What follows belongs to an exercise in optimizing a design on an open flow for small area and a short achievable clock period; a production flow would make more cautious choices. At most, simulation tests tie the RTL to the original design; equivalence was not proved. No activity file was given, so power comes from the tool's default toggle rates.

// unified_mem_pipe
module unified_mem_pipe #(
    parameter int ADDR_W   = 6,
    parameter int READ_LAT = 1,
    parameter int CNT_W    = 16
) (
    input  logic              clk,
    input  logic              rst_n,
    input  logic              if_req,
    input  logic [ADDR_W-1:0] if_addr,
    output logic              if_ready,
    output logic              if_valid,
    output logic [31:0]       if_rdata,
    input  logic              d_req,
    input  logic              d_we,
    input  logic [2:0]        d_funct3,
    input  logic [ADDR_W-1:0] d_addr,
    input  logic [31:0]       d_wdata,
    output logic              d_ready,
    output logic              d_valid,
    output logic [31:0]       d_rdata,
    output logic              d_err,
    output logic [CNT_W-1:0]  conflict_cnt
);
Size: ~600 flip-flops, ~140 I/O pins, ~23000 µm² of cells after synthesis.
export LEC_CHECK = 0
export CAP_MARGIN = 20
export CORE_MARGIN = 2
export CORE_UTILIZATION = 50
export SETUP_SLACK_MARGIN = 3.1
export SLEW_MARGIN = 20
export SYNTH_HIERARCHICAL = 1
export TNS_END_PERCENT = 0
create_clock -name core_clock -period 5.5 [get_ports {clk}]
standard.sh (not shown) runs the stock make flow with config.mk's settings and CLKGATE_MAP_FILE= SYNTH_SCRIPT=/design/flow/synth_recipe.tcl, a recipe that flattens the netlist after the stock synthesis.
==> flow/flow/run.sh <==
#!/bin/bash
# Standard synthesis, then the standard layout with these changes: ports are buffered with
# buf_2 instead of the resizer's default pick; repair may resize a cell to any cell of the
# same function (not only the same footprint); the clock tree uses clkbuf_4/8, sink clusters
# of up to 16 and no dummy loads; and before global routing, eco.tcl reconnects the gates of
# the input-to-output paths (if_ready, d_ready) to the input port buffers, bypassing fanout
# buffers. Each make's full output goes to its own log.
set -euo pipefail
bash standard.sh synth > synth.log 2>&1
bash standard.sh MATCH_CELL_FOOTPRINT=0 \
  "BUFFER_PORTS_ARGS=-buffer_cell sky130_fd_sc_hd__buf_2" \
  "CTS_ARGS=-sink_clustering_enable -repair_clock_nets -dont_use_dummy_load -sink_clustering_size 16 -sink_clustering_max_diameter 60 -buf_list {sky130_fd_sc_hd__clkbuf_4 sky130_fd_sc_hd__clkbuf_8}" \
  "PRE_GLOBAL_ROUTE_TCL=$PWD/flow/eco.tcl" \
  finish > layout.log 2>&1
Other scripts of this flow, unchanged in this note and not shown: flow/flow/eco.tcl
The starting point finished with timing, DRC and antenna clean.
Rerun with:
Settings changed: PLACE_DENSITY from default to 0.75.
After rerunning: The new run finished with timing, DRC and antenna clean; power drops slightly; sequential cell count does not change; die area does not change; wire length is lower by a few percent; via count goes up by a few percent; cell area falls slightly; global-route usage decreases by 1.7 points; synthesized area does not change; worst setup slack loses 0.19 ns; hold slack is better by 0.0038 ns; critical path depth is unchanged.
Rerun with:
Settings changed: PLACE_DENSITY 0.75 to default, SETUP_SLACK_MARGIN 3.1 to 3.0.
Effect: Power goes up slightly. Cell area stays flat. Utilization is about the same. Wire length grows by a few percent. Setup slack improved by 0.084 ns. Sequential power hardly moves. Synthesized area does not change. Clock skew went down by 0.012 ns.

========
unified_mem_pipe again, from the RTL that the note above started with.
// unified_mem_pipe
module unified_mem_pipe #(
    parameter int ADDR_W   = 6,
    parameter int READ_LAT = 1,
    parameter int CNT_W    = 16
) (
    input  logic              clk,
    input  logic              rst_n,
    input  logic              if_req,
    input  logic [ADDR_W-1:0] if_addr,
    output logic              if_ready,
    output logic              if_valid,
    output logic [31:0]       if_rdata,
    input  logic              d_req,
    input  logic              d_we,
    input  logic [2:0]        d_funct3,
    input  logic [ADDR_W-1:0] d_addr,
    input  logic [31:0]       d_wdata,
    output logic              d_ready,
    output logic              d_valid,
    output logic [31:0]       d_rdata,
    output logic              d_err,
    output logic [CNT_W-1:0]  conflict_cnt
);
==> flow/config.mk <==
export PLATFORM = sky130hd
export DESIGN_NAME = unified_mem_pipe
export DESIGN_NICKNAME = unified_mem_pipe
export VERILOG_FILES = /design/flow/design.v
export SDC_FILE = /design/flow/constraint.sdc
export NUM_CORES = 4
export LEC_CHECK = 0
export CAP_MARGIN = 20
export CORE_MARGIN = 2
export CORE_UTILIZATION = 50
export SETUP_SLACK_MARGIN = 3.1
export SLEW_MARGIN = 20
export SYNTH_HIERARCHICAL = 1
export TNS_END_PERCENT = 10
==> flow/constraint.sdc <==
create_clock -name core_clock -period 5.5 [get_ports {clk}]
set_input_delay 1.1000 -clock core_clock [delete_from_list [all_inputs] [get_ports {clk}]]
set_output_delay 1.1000 -clock core_clock [all_outputs]
set_load 0.01 [all_outputs]
==> flow/flow/eco.tcl <==
# Port bypass: a combinational path from an input port to an output port should pass only
# the input port's buffer, the logic, and the output port's buffer. Placement repair may
# leave fanout buffers of a big input net (rst_n) on such a path; this reconnects the gate
# pins (and output buffer inputs) on those paths to the input buffer's own output net.
proc eco_is_buf {inst} {
  set m [[$inst getMaster] getName]
  return [expr {[string match "sky130_fd_sc_hd__buf_*" $m] || [string match "sky130_fd_sc_hd__clkbuf_*" $m]}]
}
proc eco_driver {net} {
  foreach it [$net getITerms] {
    if {[$it isOutputSignal]} { return $it }
  }
  return ""
}
proc eco_root {net} {
  # Follow buffers back while the buffer is not an input port's own buffer.
  for {set i 0} {$i < 20} {incr i} {
    set d [eco_driver $net]
    if {$d eq ""} { return $net }
    set inst [$d getInst]
    if {![eco_is_buf $inst]} { return $net }
    set a [$inst findITerm A]
    set anet [$a getNet]
    if {$anet eq "NULL" || $anet eq ""} { return $net }
    if {[llength [$anet getBTerms]] > 0} { return $net }
    set net $anet
  }
  return $net
}
proc eco_reconnect {it} {
  set net [$it getNet]
  if {$net eq "NULL" || $net eq ""} { return 0 }
  set root [eco_root $net]
  if {[$root getName] ne [$net getName]} {
    puts "ECO: [[$it getInst] getName]/[[$it getMTerm] getName]: [$net getName] -> [$root getName]"
    $it disconnect
    $it connect $root
    return 1
  }
  return 0
}
proc eco_port_bypass {} {
  set blk [ord::get_db_block]
  set n 0
  foreach bt [$blk getBTerms] {
    if {[$bt getIoType] ne "OUTPUT"} { continue }
    set onet [$bt getNet]
    set d [eco_driver $onet]
    if {$d eq ""} { continue }
    set ob [$d getInst]
    if {![eco_is_buf $ob]} { continue }
    set a [$ob findITerm A]
    set anet [$a getNet]
    set g [eco_driver $anet]
    if {$g eq ""} { continue }
    set ginst [$g getInst]
    if {[eco_is_buf $ginst]} {
      incr n [eco_reconnect $a]
    } elseif {![string match "*df*" [[$ginst getMaster] getName]]} {
      foreach it [$ginst getITerms] {
        if {[$it isInputSignal]} { incr n [eco_reconnect $it] }
      }
    }
  }
  puts "ECO: port bypass reconnected $n pins"
}
eco_port_bypass
Scripts as last shown in full above: flow/flow/run.sh
The first run completed without violations.
Rerun with:
--- a/flow/flow/run.sh
+++ b/flow/flow/run.sh
@@ -3 +3 @@
-# buf_2 instead of the resizer's default pick; repair may resize a cell to any cell of the
+# buf_1 instead of the resizer's default pick; repair may resize a cell to any cell of the
@@ -11 +11 @@
-  "BUFFER_PORTS_ARGS=-buffer_cell sky130_fd_sc_hd__buf_2" \
+  "BUFFER_PORTS_ARGS=-buffer_cell sky130_fd_sc_hd__buf_1" \
TNS_END_PERCENT = 0   (was 10)
Effect: The changed run went through all stages and came out clean. Worst hold slack gains 0.19 ns. Total power hardly moves. Global-route usage shrinks by 0.86 points. Maximum frequency shrinks by 3.4%. Via count shrinks by about 3.3%. Utilization shrinks by 2.5 points. Clock power stays flat. Design area shrinks by about 4%. Non-clock buffer count shrinks by 48. Count of clock-buffer cells in the layout grows by 1. Die area is unchanged.
Rerun with:
--- a/flow/flow/run.sh
+++ b/flow/flow/run.sh
@@ -3 +3 @@
-# buf_1 instead of the resizer's default pick; repair may resize a cell to any cell of the
+# buf_2 instead of the resizer's default pick; repair may resize a cell to any cell of the
@@ -7 +7 @@
-# buffers. Each make's full output goes to its own log.
+# buffers, then runs a second setup repair pass. Each make's full output goes to its own log.
@@ -11 +11 @@
-  "BUFFER_PORTS_ARGS=-buffer_cell sky130_fd_sc_hd__buf_1" \
+  "BUFFER_PORTS_ARGS=-buffer_cell sky130_fd_sc_hd__buf_2" \
--- a/flow/flow/eco.tcl
+++ b/flow/flow/eco.tcl
@@ -67,0 +68,8 @@
+
+# A second setup repair pass on the placed, clock-tree-built design, after the bypass: the
+# first pass (in the CTS step) stops where its moves stop paying off, and the bypass changes
+# the worst paths it saw.
+estimate_parasitics -placement
+repair_timing -setup -setup_margin $::env(SETUP_SLACK_MARGIN) -repair_tns 0 -verbose
+detailed_placement
+check_placement
=> Wire length decreases by a few percent; final area came out lower slightly; worst hold slack improved by 0.074 ns; die area does not change.
Rerun with:
--- a/flow/flow/run.sh
+++ b/flow/flow/run.sh
@@ -7 +7 @@
-# buffers, then runs a second setup repair pass. Each make's full output goes to its own log.
+# buffers. Each make's full output goes to its own log.
--- a/flow/flow/eco.tcl
+++ b/flow/flow/eco.tcl
@@ -68,8 +67,0 @@
-
-# A second setup repair pass on the placed, clock-tree-built design, after the bypass: the
-# first pass (in the CTS step) stops where its moves stop paying off, and the bypass changes
-# the worst paths it saw.
-estimate_parasitics -placement
-repair_timing -setup -setup_margin $::env(SETUP_SLACK_MARGIN) -repair_tns 0 -verbose
-detailed_placement
-check_placement
SETUP_SLACK_MARGIN = 2.9   (was 3.1)
Result:
- worst setup slack degrades by 0.070 ns
- power stays flat
- cell area falls by about 1.4%
- cell count went down by about 0.7%
- sequential cell count does not change

========
== violet ==
Another version of the RTL of unified_mem_pipe (not shown whole).
For scale: ~1,400 cells after synthesis, ~600 flip-flops.
clock: 5.5 ns
lec_check: 0
cap_margin: 20
core_margin: 2
core_utilization: 65
setup_slack_margin: 2.9
slew_margin: 20
synth_hierarchical: 1
tns_end_percent: 0
==> flow/flow/run.sh <==
#!/bin/bash
# Standard synthesis, then the standard layout with these changes: ports are buffered with
# buf_2 instead of the resizer's default pick, repair may resize a cell to any cell of the
# same function (not only the same footprint), and the clock tree uses smaller buffers,
# larger sink clusters and no dummy loads. Each make's full output goes to its own log.
set -euo pipefail
bash standard.sh synth > synth.log 2>&1
bash standard.sh MATCH_CELL_FOOTPRINT=0 \
  "BUFFER_PORTS_ARGS=-buffer_cell sky130_fd_sc_hd__buf_2" \
  "CTS_ARGS=-sink_clustering_enable -repair_clock_nets -dont_use_dummy_load -sink_clustering_size 16 -sink_clustering_max_diameter 60 -buf_list {sky130_fd_sc_hd__clkbuf_4 sky130_fd_sc_hd__clkbuf_8}" \
  finish > layout.log 2>&1
violet reached the final stage; the timing, design-rule and antenna checks on its layout passed.
--- input diff violet..harbor ---
Settings: changing CORE_UTILIZATION from 65 to 50.
==> run summary <==
On maximum clock frequency, violet and harbor are neck and neck. Final total power grows slightly when moving from violet to harbor. Setup slack of the worst register-to-register path delta (harbor -> violet): insignificant. Leakage power shrinks slightly when moving from violet to harbor. Going from violet to harbor, buffer count from post-CTS setup fixing grows by about 14%. Compared with violet, harbor shows a via count that is 310 lower. Sequential power: violet vs harbor — no meaningful difference. Between harbor and violet, the final clock period utilization by the worst path figures differ only marginally. Of the two candidates, violet has the better first-pass GRT wire length and harbor the worse one.
No run of this note included a check of the RTL's function; only the layout flow was run.

========
run 1:
The RTL this note starts from:
==> flow/design.v <==
module unified_mem_rsel #(
    parameter int WA = 4
) (
    input  logic            d_req,
    input  logic [WA-1:0]   d_wa,
    input  logic [WA-1:0]   f_wa,
    output logic [2**WA-1:0] sel
);
    always_comb begin
        for (int w = 0; w < 2 ** WA; w++)
            sel[w] = d_req ? (d_wa == WA'(w)) : (f_wa == WA'(w));
    end
endmodule
module unified_mem_rbit8 (
    input  logic [7:0] sel,
    input  logic [7:0] d,
    output logic       q
);
    assign q = |(sel & d);
endmodule
module unified_mem_rbit #(
    parameter int N = 16
) (
    input  logic [N-1:0] sel,
    input  logic [N-1:0] d,
    output logic         q
);
    logic q0, q1;
    unified_mem_rbit8 u_lo (.sel(sel[7:0]),  .d(d[7:0]),  .q(q0));
    unified_mem_rbit8 u_hi (.sel(sel[15:8]), .d(d[15:8]), .q(q1));
    assign q = q0 | q1;
endmodule
module unified_mem_ao4 #(
    parameter int W = 8
) (
    input  logic [3:0]   c,
    input  logic [W-1:0] d0, d1, d2, d3,
    output logic [W-1:0] r
);
    assign r = ({W{c[0]}} & d0) | ({W{c[1]}} & d1) | ({W{c[2]}} & d2) | ({W{c[3]}} & d3);
endmodule
module unified_mem_ao3 #(
    parameter int W = 8
) (
    input  logic [2:0]   c,
    input  logic [W-1:0] d0, d1,
    input  logic         s,
    output logic [W-1:0] r
);
    assign r = ({W{c[0]}} & d0) | ({W{c[1]}} & d1) | {W{c[2] & s}};
endmodule
module unified_mem_ao2 #(
    parameter int W = 16
) (
    input  logic [1:0]   c,
    input  logic [W-1:0] d0,
    input  logic         s,
    output logic [W-1:0] r
);
    assign r = ({W{c[0]}} & d0) | {W{c[1] & s}};
endmodule
module unified_mem_ldsel (
    input  logic        ld_ok,
    input  logic [2:0]  f3,
    input  logic [1:0]  a,
    output logic [3:0]  bsel,    
    output logic [1:0]  hsel,    
    output logic        lw,      
    output logic        sxb,     
    output logic        sxw,     
    output logic [3:0]  tx       
);
    logic sb, sh;
    assign sb      = ~f3[2] & ~f3[1] & ~f3[0];
    assign sh      = ~f3[2] & ~f3[1] & f3[0];
    assign lw      = ld_ok & (f3[1:0] == 2'b10);
    assign hsel[0] = ld_ok & (f3[1:0] == 2'b01) & ~a[1] | lw;
    assign hsel[1] = ld_ok & (f3[1:0] == 2'b01) & a[1];
    always_comb begin
        bsel = '0;
        if (ld_ok && f3[1:0] == 2'b00) bsel[a] = 1'b1;
    end
    assign sxb = ld_ok & sb;
    assign sxw = ld_ok & (sb | sh);
    assign tx  = {(sb & a == 2'd3) | (sh & a[1]), sb & a == 2'd2,
                  (sb & a == 2'd1) | (sh & ~a[1]), sb & a == 2'd0};
endmodule
module unified_mem_sgnw (
    input  logic [3:0] tx,
    input  logic [3:0] d,
    output logic       s
);
    assign s = |(tx & d);
endmodule
module unified_mem_ldfmt (
    input  logic [3:0]  bsel,
    input  logic [1:0]  hsel,
    input  logic        lw,
    input  logic        sxb,
    input  logic        sxw,
    input  logic        sgn,
    input  logic [31:0] w,
    output logic [31:0] r
);
    unified_mem_ao4 #(.W(8)) u_b0 (
        .c({bsel[3], bsel[2] | hsel[1], bsel[1], bsel[0] | hsel[0]}),
        .d0(w[7:0]), .d1(w[15:8]), .d2(w[23:16]), .d3(w[31:24]), .r(r[7:0])
    );
    unified_mem_ao3 #(.W(8)) u_b1 (
        .c({sxb, hsel[1], hsel[0]}), .d0(w[15:8]), .d1(w[31:24]), .s(sgn), .r(r[15:8])
    );
    unified_mem_ao2 #(.W(16)) u_h1 (
        .c({sxw, lw}), .d0(w[31:16]), .s(sgn), .r(r[31:16])
    );
endmodule
module unified_mem_pipe #(
    parameter int ADDR_W   = 6,
    parameter int READ_LAT = 1,
    parameter int CNT_W    = 16
) (
    input  logic              clk,
    input  logic              rst_n,
    input  logic              if_req,
    input  logic [ADDR_W-1:0] if_addr,
    output logic              if_ready,
    output logic              if_valid,
    output logic [31:0]       if_rdata,
    input  logic              d_req,
    input  logic              d_we,
    input  logic [2:0]        d_funct3,
    input  logic [ADDR_W-1:0] d_addr,
    input  logic [31:0]       d_wdata,
    output logic              d_ready,
    output logic              d_valid,
    output logic [31:0]       d_rdata,
    output logic              d_err,
    output logic [CNT_W-1:0]  conflict_cnt
);
    localparam int WA    = ADDR_W - 2;
    localparam int WORDS = 2 ** WA;
    logic [31:0]       mem [WORDS];
    logic              d_acc;
    logic              if_acc;
    logic              d_err_c;
    logic              d_wr;
    logic              ld_ok;
    logic [3:0]        be;
    logic [31:0]       wd;
    logic [WORDS-1:0]  rsel;
    logic [31:0]       rd_word;
    logic [31:0]       ld_val;
    logic [CNT_W-1:0]  cnt_q;
    logic              d_vld_p0_q;
    logic              d_err_p0_q;
    logic [31:0]       d_rdata_p0_q;
    logic              if_vld_p0_q;
    logic [31:0]       if_rdata_p0_q;
    function automatic logic acc_err(input logic we, input logic [2:0] f3, input logic [1:0] a);
        logic e;
        case (f3)
            3'b000:  e = 1'b0;
            3'b001:  e = a[0];
            3'b010:  e = (a != 2'b00);
            3'b100:  e = we;
            3'b101:  e = we | a[0];
            default: e = 1'b1;
        endcase
        acc_err = e;
    endfunction
    assign d_ready  = rst_n;
    assign if_ready = rst_n & ~d_req;
    assign d_acc    = rst_n & d_req;
    assign if_acc   = rst_n & if_req & ~d_req;
    assign d_err_c  = acc_err(d_we, d_funct3, d_addr[1:0]);
    assign d_wr     = d_acc & d_we & ~d_err_c;
    assign ld_ok    = d_acc & ~d_we & ~d_err_c;
    always_comb begin
        case (d_funct3[1:0])
            2'b00:   be = 4'b0001 << d_addr[1:0];
            2'b01:   be = d_addr[1] ? 4'b1100 : 4'b0011;
            default: be = 4'b1111;
        endcase
    end
    assign wd[7:0]   = d_wdata[7:0];
    assign wd[15:8]  = (d_funct3[1:0] == 2'b00) ? d_wdata[7:0] : d_wdata[15:8];
    assign wd[23:16] = d_funct3[1] ? d_wdata[23:16] : d_wdata[7:0];
    assign wd[31:24] = d_funct3[1] ? d_wdata[31:24] :
                       (d_funct3[0] ? d_wdata[15:8] : d_wdata[7:0]);
    always_ff @(posedge clk) begin
        for (int k = 0; k < 4; k++)
            if (d_wr && be[k]) mem[d_addr[ADDR_W-1:2]][8*k +: 8] <= wd[8*k +: 8];
    end
    unified_mem_rsel #(.WA(WA)) u_rsel (
        .d_req(d_req), .d_wa(d_addr[ADDR_W-1:2]), .f_wa(if_addr[ADDR_W-1:2]), .sel(rsel)
    );
    for (genvar b = 0; b < 32; b++) begin : g_rbit
        logic [WORDS-1:0] col;
        for (genvar w = 0; w < WORDS; w++) begin : g_col
            assign col[w] = mem[w][b];
        end
        unified_mem_rbit #(.N(WORDS)) u_rbit (.sel(rsel), .d(col), .q(rd_word[b]));
    end
    logic [3:0] ld_bsel;
    logic [1:0] ld_hsel;
    logic       ld_lw, ld_sxb, ld_sxw;
    logic [3:0] ld_tx;
    logic [WORDS-1:0] sgn_col;
    logic       rd_sgn;
    unified_mem_ldsel u_ldsel (
        .ld_ok(ld_ok), .f3(d_funct3), .a(d_addr[1:0]), .bsel(ld_bsel), .hsel(ld_hsel),
        .lw(ld_lw), .sxb(ld_sxb), .sxw(ld_sxw), .tx(ld_tx)
    );
    for (genvar w = 0; w < WORDS; w++) begin : g_sgn
        unified_mem_sgnw u_sgnw (
            .tx(ld_tx), .d({mem[w][31], mem[w][23], mem[w][15], mem[w][7]}), .s(sgn_col[w])
        );
    end
    unified_mem_rbit #(.N(WORDS)) u_rsgn (.sel(rsel), .d(sgn_col), .q(rd_sgn));
    unified_mem_ldfmt u_ldfmt (
        .bsel(ld_bsel), .hsel(ld_hsel), .lw(ld_lw), .sxb(ld_sxb), .sxw(ld_sxw), .sgn(rd_sgn),
        .w(rd_word), .r(ld_val)
    );
    always_ff @(posedge clk or negedge rst_n) begin
        if (!rst_n) begin
            d_vld_p0_q    <= 1'b0;
            d_err_p0_q    <= 1'b0;
            d_rdata_p0_q  <= '0;
            if_vld_p0_q   <= 1'b0;
            if_rdata_p0_q <= '0;
            cnt_q         <= '0;
        end else begin
            d_vld_p0_q    <= d_acc;
            d_err_p0_q    <= d_acc & d_err_c;
            d_rdata_p0_q  <= ld_val;
            if_vld_p0_q   <= if_acc;
            if_rdata_p0_q <= if_acc ? rd_word : '0;
            if (if_req && d_req && !(&cnt_q)) cnt_q <= cnt_q + CNT_W'(1);
        end
    end
    generate
        if (READ_LAT >= 2) begin : g_lat2
            logic        d_vld_p1_q;
            logic        d_err_p1_q;
            logic [31:0] d_rdata_p1_q;
            logic        if_vld_p1_q;
            logic [31:0] if_rdata_p1_q;
            always_ff @(posedge clk or negedge rst_n) begin
                if (!rst_n) begin
                    d_vld_p1_q    <= 1'b0;
                    d_err_p1_q    <= 1'b0;
                    d_rdata_p1_q  <= '0;
                    if_vld_p1_q   <= 1'b0;
                    if_rdata_p1_q <= '0;
                end else begin
                    d_vld_p1_q    <= d_vld_p0_q;
                    d_err_p1_q    <= d_err_p0_q;
                    d_rdata_p1_q  <= d_rdata_p0_q;
                    if_vld_p1_q   <= if_vld_p0_q;
                    if_rdata_p1_q <= if_rdata_p0_q;
                end
            end
            assign d_valid  = d_vld_p1_q;
            assign d_err    = d_err_p1_q;
            assign d_rdata  = d_rdata_p1_q;
            assign if_valid = if_vld_p1_q;
            assign if_rdata = if_rdata_p1_q;
        end else begin : g_lat1
            assign d_valid  = d_vld_p0_q;
            assign d_err    = d_err_p0_q;
            assign d_rdata  = d_rdata_p0_q;
            assign if_valid = if_vld_p0_q;
            assign if_rdata = if_rdata_p0_q;
        end
    endgenerate
    assign conflict_cnt = cnt_q;
endmodule
export LEC_CHECK = 0
export CAP_MARGIN = 20
export CORE_MARGIN = 2
export CORE_UTILIZATION = 50
export SETUP_SLACK_MARGIN = 3.2
export SLEW_MARGIN = 20
export SYNTH_HIERARCHICAL = 1
export TNS_END_PERCENT = 0
create_clock -name core_clock -period 5.5 [get_ports {clk}]
Scripts as last shown in full above: flow/flow/run.sh
Run 1 completed end to end with timing, DRC and antenna clean.
--- input diff run 1..run 2 ---
# run 1
export LEC_CHECK = 0
export CAP_MARGIN = 20
export CORE_MARGIN = 2
export CORE_UTILIZATION = 50
export SETUP_SLACK_MARGIN = 3.2
export SLEW_MARGIN = 20
export SYNTH_HIERARCHICAL = 1
export TNS_END_PERCENT = 0
create_clock -name core_clock -period 5.5 [get_ports {clk}]
# run 2
export LEC_CHECK = 0
export CAP_MARGIN = 20
export CORE_MARGIN = 2
export CORE_UTILIZATION = 50
export SETUP_SLACK_MARGIN = 2.5
export SLEW_MARGIN = 20
export SYNTH_HIERARCHICAL = 1
create_clock -name core_clock -period 5.5 [get_ports {clk}]
Notes after the runs:
- On worst setup slack: between run 1 and run 2, it ends up higher for run 1.
- In the metrics for run 1 and run 2, the one carrying the lower final critical delay including setup and external delays is run 1.
- Run 1 → run 2: post-route total power lower, multi-input logic portion of the cell area roughly the same, detailed-route via count lower, standby leakage power lower.
- d_rdata_p0_q[31] as the worst setup path endpoint was reported by run 1, and d_rdata_p0_q[11] by run 2.
- The share of power burned in registers number comes out lower for run 1 vs run 2.
The inputs of run 3 differ from those of run 2 as listed below.
# run 2
export LEC_CHECK = 0
export CAP_MARGIN = 20
export CORE_MARGIN = 2
export CORE_UTILIZATION = 50
export SETUP_SLACK_MARGIN = 2.5
export SLEW_MARGIN = 20
export SYNTH_HIERARCHICAL = 1
create_clock -name core_clock -period 5.5 [get_ports {clk}]
# run 3
export LEC_CHECK = 0
export CAP_MARGIN = 20
export CORE_MARGIN = 2
export CORE_UTILIZATION = 50
export SETUP_SLACK_MARGIN = 2.9
export SLEW_MARGIN = 20
export SYNTH_HIERARCHICAL = 1
create_clock -name core_clock -period 5.5 [get_ports {clk}]
--- outcome ---
- Compared with run 2, in run 3 critical path depth has decreased; wire length of the first global-routing pass has increased; non-clock buffer count has increased; post-route cell area has increased.
- Capturing element of the worst setup path: d_rdata_p0_q[11] -> run 2, mem[1][1] -> run 3
#### Input delta (run 4 over run 3)
# run 3
export LEC_CHECK = 0
export CAP_MARGIN = 20
export CORE_MARGIN = 2
export CORE_UTILIZATION = 50
export SETUP_SLACK_MARGIN = 2.9
export SLEW_MARGIN = 20
export SYNTH_HIERARCHICAL = 1
create_clock -name core_clock -period 5.5 [get_ports {clk}]
# run 4
export LEC_CHECK = 0
export CAP_MARGIN = 20
export CORE_MARGIN = 2
export CORE_UTILIZATION = 50
export SETUP_SLACK_MARGIN = 2.9
export SLEW_MARGIN = 20
export SYNTH_HIERARCHICAL = 1
export TNS_END_PERCENT = 0
create_clock -name core_clock -period 5.5 [get_ports {clk}]
Results
Via count of run 4 falls short of that of run 3 slightly. On overall routing resource usage: between run 4 and run 3, it ends up lower for run 3. Diff run 3 -> run 4: total power went down 0.054 mW, via count of the first global-routing pass went down 1.9%, wire length held, sequential cell fraction of total power went up 0.4 points, slew at the pin closest to its max-slew limit went up 0.11 ns. | share of the clock period used by the worst path after layout | higher: run 3 |. Final layout net count went down slightly going from run 3 to run 4. There was hardly any difference in count of nets left with antenna violations after detail routing between run 3 and run 4.

-- re-timing with driven ports --
Ports are ideal in the flow. The routed layouts listed here were re-timed in OpenROAD. Step 1: set_driving_cell puts a clkbuf_16 on clk and a buf_2 on each other input, an assumption about the parent block. Step 2 also shifts input and output timing later by t, the mid clock arrival at the registers, as if the neighbouring blocks saw the same clock. Slacks: no drivers / after step 1 / after step 2; pairs: no drivers / after step 1.
| run | t (ns) | setup slack, ns | worst setup path at the end | worst data-port slew with drivers (ns) | cell pins on the clock port's net |
|---|---|---|---|---|---|
| the first run of note 1 | 0.687 | 2.954 / 2.865 / 2.231 | input to register | 0.21 | 1 |
| the second run of note 1 | 0.684 | 2.768 / 2.798 / 2.113 | input to register | 0.07 | 1 |
| the third run of note 1 | 0.689 | 2.853 / 2.848 / 2.196 | input to register | 0.09 | 1 |
| the first run of note 2 | 0.697 | 2.896 / 2.797 / 2.100 | input to register | 0.26 | 1 |
| the second run of note 2 | 0.695 | 2.803 / 2.825 / 2.130 | input to register | 0.07 | 1 |
| the third run of note 2 | 0.690 | 2.891 / 2.862 / 2.188 | input to register | 0.17 | 1 |
| the fourth run of note 2 | 0.685 | 2.821 / 2.842 / 2.157 | input to register | 0.09 | 1 |
| violet | 0.673 | 2.790 / 2.749 / 2.134 | input to register | 0.09 | 1 |
| harbor | 0.694 | 2.792 / 2.726 / 2.035 | input to register | 0.13 | 1 |
| run 1 | 0.703 | 2.885 / 2.702 / 2.000 | input to register | 0.30 | 1 |
| run 2 | 0.703 | 2.546 / 2.566 / 1.863 | input to register | 0.07 | 1 |
| run 3 | 0.687 | 2.690 / 2.662 / 1.975 | input to register | 0.29 | 1 |
| run 4 | 0.703 | 2.741 / 2.674 / 2.009 | input to register | 0.18 | 1 |
After both steps every run listed still meets setup and hold. The setup slack of run 1, which loses most, moves by -0.183 ns with the drivers and by -0.885 ns with both steps.
